From an optimization exercise on the open Yosys and OpenROAD flow, aimed at small area, a short achievable clock period and few clock cycles per item; shortcuts taken in it are not production practice.
Where RTL was checked, it was by simulation tests only, not by an equivalence proof against the original.
Power and IR drop assume default switching activity.

==> build 45 <==
// branch_detect_top
module branch_detect_top (
  input  logic                 w_BranchFifoFire_1,
  input  logic                 rstn,
  input  logic                 i_pkt_valid,
  input  logic [511:0]         i_pkt_inst,
  input  logic [31:0]          i_pkt_pc,
  output logic                 o_pkt_ready,
  output logic                 o_grf_req,
  output logic [4:0]           o_grf_rs1,
  output logic [4:0]           o_grf_rs2,
  input  logic                 i_grf_valid,
  input  logic [31:0]          i_grf_l,
  input  logic [31:0]          i_grf_r,
  output logic                 o_byp_req,
  output logic [3:0]           o_byp_dep_l,
  output logic [3:0]           o_byp_dep_r,
  input  logic                 i_byp_valid,
  input  logic [31:0]          i_byp_l,
  input  logic [31:0]          i_byp_r,
  output logic                 o_issue_valid,
  output logic [511:0]         o_issue_inst,
  output logic [15:0]          o_issue_mask,
  output logic                 o_redirect_valid,
  output logic [31:0]          o_redirect_pc,
  input  logic                 i_issue_ready
);
  function automatic logic [19:0] prio_sel(input logic [15:0] v, input logic [319:0] f);
  ...
==> flow/config.mk <==
export PLATFORM = sky130hd
export DESIGN_NAME = branch_detect_top
export DESIGN_NICKNAME = branch_detect_top
export VERILOG_FILES = /design/flow/design.v
export SDC_FILE = /design/flow/constraint.sdc
export NUM_CORES = 4
export LEC_CHECK = 0
export CAP_MARGIN = 20
export CORE_AREA = 10 10 450 450
export DIE_AREA = 0 0 460 460
export SETUP_SLACK_MARGIN = 1.5
export SLEW_MARGIN = 20
==> flow/constraint.sdc <==
create_clock -name core_clock -period 5.5 [get_ports {w_BranchFifoFire_1}]
set_input_delay 1.1000 -clock core_clock [delete_from_list [all_inputs] [get_ports {w_BranchFifoFire_1}]]
set_output_delay 1.1000 -clock core_clock [all_outputs]
set_load 0.01 [all_outputs]
standard.sh (not shown) runs the stock make flow with config.mk's settings and CLKGATE_MAP_FILE= SYNTH_SCRIPT=/design/flow/synth_recipe.tcl, a recipe that flattens the netlist after the stock synthesis.
==> flow/flow/run.sh <==
#!/bin/bash
set -euo pipefail
cd "$(dirname "${BASH_SOURCE[0]}")/.."
export BUFFER_PORTS_ARGS="-buffer_cell sky130_fd_sc_hd__buf_1"
export CTS_ARGS="-sink_clustering_enable -repair_clock_nets -dont_use_dummy_load -buf_list sky130_fd_sc_hd__clkbuf_8"
bash standard.sh > standard_flow.log 2>&1
==> inputs of trial 73, as changes to build 45 <==
Settings changed: SETUP_SLACK_MARGIN 1.5 to 3.0.
==> notes <==
Sequential share of layout area: trial 73 is lower than build 45 (9.5 points). Against build 45, the fmax of trial 73 is larger by about 14%. In build 45 the non-clock buffer count is lower than in trial 73, by 410. In synthesized area, build 45 and trial 73 do not differ. Against trial 73, the final area of build 45 is smaller by 22%. Against trial 73, the global-route usage of build 45 is lower by 2.2 points. Between trial 73 and build 45, the lower combinational power is in build 45 (gap about 120%, measured against build 45). Between trial 73 and build 45, the lower worst hold slack is in trial 73 (gap 0.15 ns).
Testbench counts of build 45, summed over its fixed seeds: cycles 24,708, packets 2,400.
Testbench counts of trial 73, summed over its fixed seeds: cycles 24,708, packets 2,400.


==> run E: inputs <==
branch_detect_top, a different RTL version from the one above (not shown whole).
## branch_detect_top
module branch_detect_top (
  input  logic                 w_BranchFifoFire_1,
  input  logic                 rstn,
  input  logic                 i_pkt_valid,
  input  logic [511:0]         i_pkt_inst,
  input  logic [31:0]          i_pkt_pc,
  output logic                 o_pkt_ready,
  output logic                 o_grf_req,
  output logic [4:0]           o_grf_rs1,
  output logic [4:0]           o_grf_rs2,
  input  logic                 i_grf_valid,
  input  logic [31:0]          i_grf_l,
  input  logic [31:0]          i_grf_r,
  output logic                 o_byp_req,
  output logic [3:0]           o_byp_dep_l,
  output logic [3:0]           o_byp_dep_r,
  input  logic                 i_byp_valid,
  input  logic [31:0]          i_byp_l,
  input  logic [31:0]          i_byp_r,
  output logic                 o_issue_valid,
  output logic [511:0]         o_issue_inst,
  output logic [15:0]          o_issue_mask,
  output logic                 o_redirect_valid,
  output logic [31:0]          o_redirect_pc,
  input  logic                 i_issue_ready
);
Settings: LEC_CHECK=0, CAP_MARGIN=20, CORE_AREA=10 10 450 450, DIE_AREA=0 0 460 460, SETUP_SLACK_MARGIN=1.5, SLEW_MARGIN=20; clock period 5.5 ns.
Scripts as last shown in full above: flow/flow/run.sh
==> inputs of run X, as changes to run E <==
--- a/flow/design.v
+++ b/flow/design.v
@@ -109,39 +109,27 @@
   always_comb begin
     ci      = '0;
     cur_bin = '0;
     for (int i = 0; i < 16; i++) begin
       if (cur_oh_q[i]) ci = ci | pkt_q[32*i +: 32];
       if (cur_oh_q[i]) cur_bin = cur_bin | 4'(i);
     end
   end
-  logic [17:0] fi, fn, f_d;
-  always_comb begin
-    fi = '0;
-    fn = '0;
-    for (int i = 0; i < 16; i++) begin
-      if (first_oh[i]) fi = fi | i_pkt_inst[32*i+9 +: 18];
-      if (nxt_oh[i])   fn = fn | pkt_q[32*i+9 +: 18];
-    end
-  end
-  logic between;
-  assign between = !busy_q || (ov_q && last_q);
-  assign f_d = between ? fi : fn;
-  logic dl_none, dr_none;
-  assign dl_none = (f_d[17:14] == 4'hf);
-  assign dr_none = (f_d[13:10] == 4'hf);
-  logic [17:0] f_q;
-  logic        greq_q, breq_q;
-  assign o_grf_req   = greq_q;
-  assign o_grf_rs1   = f_q[9:5];
-  assign o_grf_rs2   = f_q[4:0];
-  assign o_byp_req   = breq_q;
-  assign o_byp_dep_l = f_q[17:14];
-  assign o_byp_dep_r = f_q[13:10];
+  logic sel_l, sel_r, need_g, need_b;
+  assign sel_l  = (ci[26:23] == 4'hf);
+  assign sel_r  = (ci[22:19] == 4'hf);
+  assign need_g = sel_l || sel_r;
+  assign need_b = !(sel_l && sel_r);
+  assign o_grf_req   = req_q && need_g;
+  assign o_grf_rs1   = ci[18:14];
+  assign o_grf_rs2   = ci[13:9];
+  assign o_byp_req   = req_q && need_b;
+  assign o_byp_dep_l = ci[26:23];
+  assign o_byp_dep_r = ci[22:19];
   logic gv, bv;
   assign gv = i_grf_valid;
   assign bv = i_byp_valid;
   logic [31:0] opl, opr, h_in;
   assign opl  = sl_q ? (gp_q ? i_grf_l : h_q) : (bp_q ? i_byp_l : h_q);
   assign opr  = sr_q ? (gp_q ? i_grf_r : h_q) : (bp_q ? i_byp_r : h_q);
   assign h_in = gv ? (sl_q ? i_grf_l : i_grf_r) : (sl_q ? i_byp_r : i_byp_l);
   logic [31:0] ca, cb;
@@ -150,17 +138,17 @@
   logic [31:0] l0, e0;
   logic [15:0] l1, e1;
   logic [7:0]  l2, e2;
   logic [3:0]  l3, e3;
   logic [1:0]  l4, e4;
   always_comb begin
     for (int i = 0; i < 32; i++) begin
       l0[i] = !ca[i] && cb[i];
-      e0[i] = !(l0[i] || (ca[i] && !cb[i]));
+      e0[i] = ca[i] == cb[i];
     end
     for (int i = 0; i < 16; i++) begin
       l1[i] = l0[2*i+1] || (e0[2*i+1] && l0[2*i]);
       e1[i] = e0[2*i+1] && e0[2*i];
     end
     for (int i = 0; i < 8; i++) begin
       l2[i] = l1[2*i+1] || (e1[2*i+1] && l1[2*i]);
       e2[i] = e1[2*i+1] && e1[2*i];
@@ -185,111 +173,85 @@
   assign o_pkt_ready = !busy_q || (ov_q && last_q && i_issue_ready);
   assign accept      = i_pkt_valid && o_pkt_ready;
   assign xfer        = ov_q && i_issue_ready;
   assign out_free    = !ov_q || i_issue_ready;
   logic do_res, do_tail, t;
   assign do_res  = out_free && (allin || (!waiting && rv_q));
   assign do_tail = out_free && tail_q && !req_q && !waiting && !rv_q;
   assign t       = allin ? taken_now : tk_q;
-  logic ng_f, nb_f;
-  assign ng_f = dl_none || dr_none;
-  assign nb_f = !(dl_none && dr_none);
-  logic req1, req0, greq1, greq0, breq1, breq0, tail1, tail0, last1, last0, ored1, ored0;
-  always_comb begin
-    if (accept) begin
-      req1  = any_in;          req0  = any_in;
-      greq1 = any_in && ng_f;  greq0 = any_in && ng_f;
-      breq1 = any_in && nb_f;  breq0 = any_in && nb_f;
-      tail1 = 1'b0;            tail0 = 1'b0;
-      last1 = 1'b1;            last0 = 1'b1;
-      ored1 = 1'b0;            ored0 = 1'b0;
-    end else if (do_res) begin
-      req1  = 1'b0;            req0  = has_nxt;
-      greq1 = 1'b0;            greq0 = has_nxt && ng_f;
-      breq1 = 1'b0;            breq0 = has_nxt && nb_f;
-      tail1 = 1'b0;            tail0 = !has_nxt && !cur_oh_q[15];
-      last1 = 1'b1;            last0 = !has_nxt && cur_oh_q[15];
-      ored1 = 1'b1;            ored0 = 1'b0;
-    end else begin
-      req1  = 1'b0;            req0  = 1'b0;
-      greq1 = 1'b0;            greq0 = 1'b0;
-      breq1 = 1'b0;            breq0 = 1'b0;
-      tail1 = tail_q && !do_tail;
-      tail0 = tail1;
-      last1 = last_q || do_tail;
-      last0 = last1;
-      ored1 = ored_q && !do_tail;
-      ored0 = ored1;
-    end
-  end
   always_ff @(posedge w_BranchFifoFire_1 or negedge rstn) begin
     if (!rstn) begin
       busy_q <= 1'b0;
       req_q  <= 1'b0;
-      greq_q <= 1'b0;
-      breq_q <= 1'b0;
       gp_q   <= 1'b0;
       bp_q   <= 1'b0;
       rv_q   <= 1'b0;
       tail_q <= 1'b0;
       ov_q   <= 1'b0;
     end else begin
-      req_q  <= t ? req1 : req0;
-      greq_q <= t ? greq1 : greq0;
-      breq_q <= t ? breq1 : breq0;
-      tail_q <= t ? tail1 : tail0;
+      req_q <= 1'b0;
       if (req_q) begin
-        gp_q <= greq_q;
-        bp_q <= breq_q;
+        gp_q <= need_g;
+        bp_q <= need_b;
       end
       if (xfer) begin
         ov_q <= 1'b0;
         if (last_q) busy_q <= 1'b0;
       end
       if (accept) begin
         busy_q <= 1'b1;
         rv_q   <= 1'b0;
+        tail_q <= 1'b0;
         gp_q   <= 1'b0;
         bp_q   <= 1'b0;
+        req_q  <= any_in;
         ov_q   <= !any_in;
       end else begin
         if (waiting) begin
           if (gv) gp_q <= 1'b0;
           if (bv) bp_q <= 1'b0;
           if (allin && !out_free) rv_q <= 1'b1;
         end
         if (do_res) begin
           rv_q <= 1'b0;
           ov_q <= 1'b1;
+          if (!t && has_nxt) req_q <= 1'b1;
+          if (!t && !has_nxt && !cur_oh_q[15]) tail_q <= 1'b1;
         end
-        if (do_tail) ov_q <= 1'b1;
+        if (do_tail) begin
+          ov_q   <= 1'b1;
+          tail_q <= 1'b0;
+        end
       end
     end
   end
   always_ff @(posedge w_BranchFifoFire_1) begin
-    last_q <= t ? last1 : last0;
-    ored_q <= t ? ored1 : ored0;
     if (accept) begin
       pkt_q    <= i_pkt_inst;
       pc_q     <= i_pkt_pc;
       lo_th_q  <= 16'hffff;
       cur_oh_q <= first_oh;
       omask_q  <= 16'hffff;
+      ored_q   <= 1'b0;
+      last_q   <= 1'b1;
     end else if (do_res) begin
-      omask_q  <= lo_th_q & ~above;
-      lo_th_q  <= above;
+      omask_q <= lo_th_q & ~above;
+      lo_th_q <= above;
+      ored_q  <= t;
+      last_q  <= t || (!has_nxt && cur_oh_q[15]);
       cur_oh_q <= nxt_oh;
     end else if (do_tail) begin
       omask_q <= lo_th_q;
-    end
-    if (between || do_res) f_q <= f_d;
+      ored_q  <= 1'b0;
+      last_q  <= 1'b1;
+    end
     if (req_q) begin
-      sl_q   <= (f_q[17:14] == 4'hf);
-      sr_q   <= (f_q[13:10] == 4'hf);
+      sl_q   <= sel_l;
+      sr_q   <= sel_r;
       cond_q <= ci[28:27];
     end
     if (waiting && allin && !out_free) tk_q <= taken_now;
     if (gv || bv) h_q <= h_in;
     s_q   <= {6'd0, cur_bin} + {{1{ci[8]}}, ci[8:0]};
     if (!(ov_q && ored_q)) tgt_q <= pc_q[31:2] + {{20{s_q[9]}}, s_q};
   end
   assign o_issue_valid    = ov_q;
==> flow/flow/run.sh (replaced) <==
#!/bin/bash
set -euo pipefail
cd "$(dirname "${BASH_SOURCE[0]}")/.."
export BUFFER_PORTS_ARGS="-buffer_cell sky130_fd_sc_hd__buf_1"
bash standard.sh > standard_flow.log 2>&1
==> flow/config.mk (replaced) <==
export PLATFORM = sky130hd
export DESIGN_NAME = branch_detect_top
export DESIGN_NICKNAME = branch_detect_top
export VERILOG_FILES = /design/flow/design.v
export SDC_FILE = /design/flow/constraint.sdc
export NUM_CORES = 4
export LEC_CHECK = 0
export CAP_MARGIN = 20
export CORE_AREA = 10 10 450 450
export DIE_AREA = 0 0 460 460
export SETUP_SLACK_MARGIN = 2.5
export SLEW_MARGIN = 20
==> notes <==
Run E completed without violations. Run X passed the timing, design-rule and antenna checks.
Between run E and run X, the lower total power is in run E (gap 28%, measured against run X).
Between run X and run E, the lower sequential share of layout area is in run X (gap 2.5 points).
Between run X and run E, the lower non-clock buffer count is in run E (gap 123).
Global-route usage: run X is higher than run E (0.93 points).
In run X the first-iteration DRC count is smaller than in run E, by about 5%.
Of run X and run E, run X has the higher sequential power (gap about 2%, measured against run E).
Between run X and run E, the lower synthesized area is in run X (gap about 8%, measured against run E).
==> figures <==
quantity                                                                     run E                       run X
Vias in the first global route                                               34044                       30452
Launch instance of the worst register-to-register path   cur_oh_q[0]$_SDFFCE_PN0N_       cur_oh_q[7]$_DFFE_PN_
Total clock buffers created by CTS                                             141                          85
Outcome                                                             finished clean              finished clean
Required time at the worst-slack endpoint                                  6.22 ns                     4.40 ns
Period minus WS final                                                      4.00 ns                     4.12 ns
Clock latency (worst-skew pair)                                            0.90 ns                     0.74 ns
Root buf cell                                            sky130_fd_sc_hd__clkbuf_8  sky130_fd_sc_hd__clkbuf_16
Number of vias after detailed routing                                        34314                       31332
P_clk                                                                      4550 uW                     5790 uW
FF-to-FF End                                                      breq_q$_DFF_PN0_              s_q[8]$_DFF_P_
Register-to-register setup slack                                           1.62 ns                     1.80 ns
Adder and majority gate portion of the synthesized area                     0.0242                      0.0263
Fraction of registers with async set/reset                                  0.0129                      0.0103
Maximum level of the CTS H-tree                                                  4                           3
Function was not checked in any run of this note: the RTL went through the layout flow alone.

-- afterwards: timing with drivers on the ports --
Ports are ideal in the flow. The routed layouts listed here were re-timed in OpenROAD. Step 1 assumes that a clkbuf_16 drives the clock port and a buf_2 every other input. Step 2, shift: input delay + t, output delay - t, t = (earliest + latest rising clock arrival at the registers) / 2. This alone moves slack from input paths to output paths. Three values: ideal, step 1, step 2; two values: the first two.
| run | shift t [ns] | slack for setup (ns) | worst setup path after step 2 | latest minus earliest clock arrival (ns) | pins driven straight from the clock port |
|---|---|---|---|---|---|
| build 45 | 0.889 | 1.540 / 1.540 / 1.030 | input to register | 0.102 / 0.102 | 1 |
| trial 73 | 0.948 | 2.032 / 2.032 / 1.477 | input to register | 0.080 / 0.080 | 1 |
| run E | 0.926 | 1.502 / 1.553 / 0.626 | input to register | 0.123 / 0.123 | 1 |
| run X | 0.803 | 1.378 / 1.297 / 1.596 | input to register | 0.041 / 0.042 | 1 |
After both steps every run listed still meets setup and hold. For run E, which loses most, drivers alone change the setup slack by +0.051 ns; drivers and shift together by -0.876 ns.
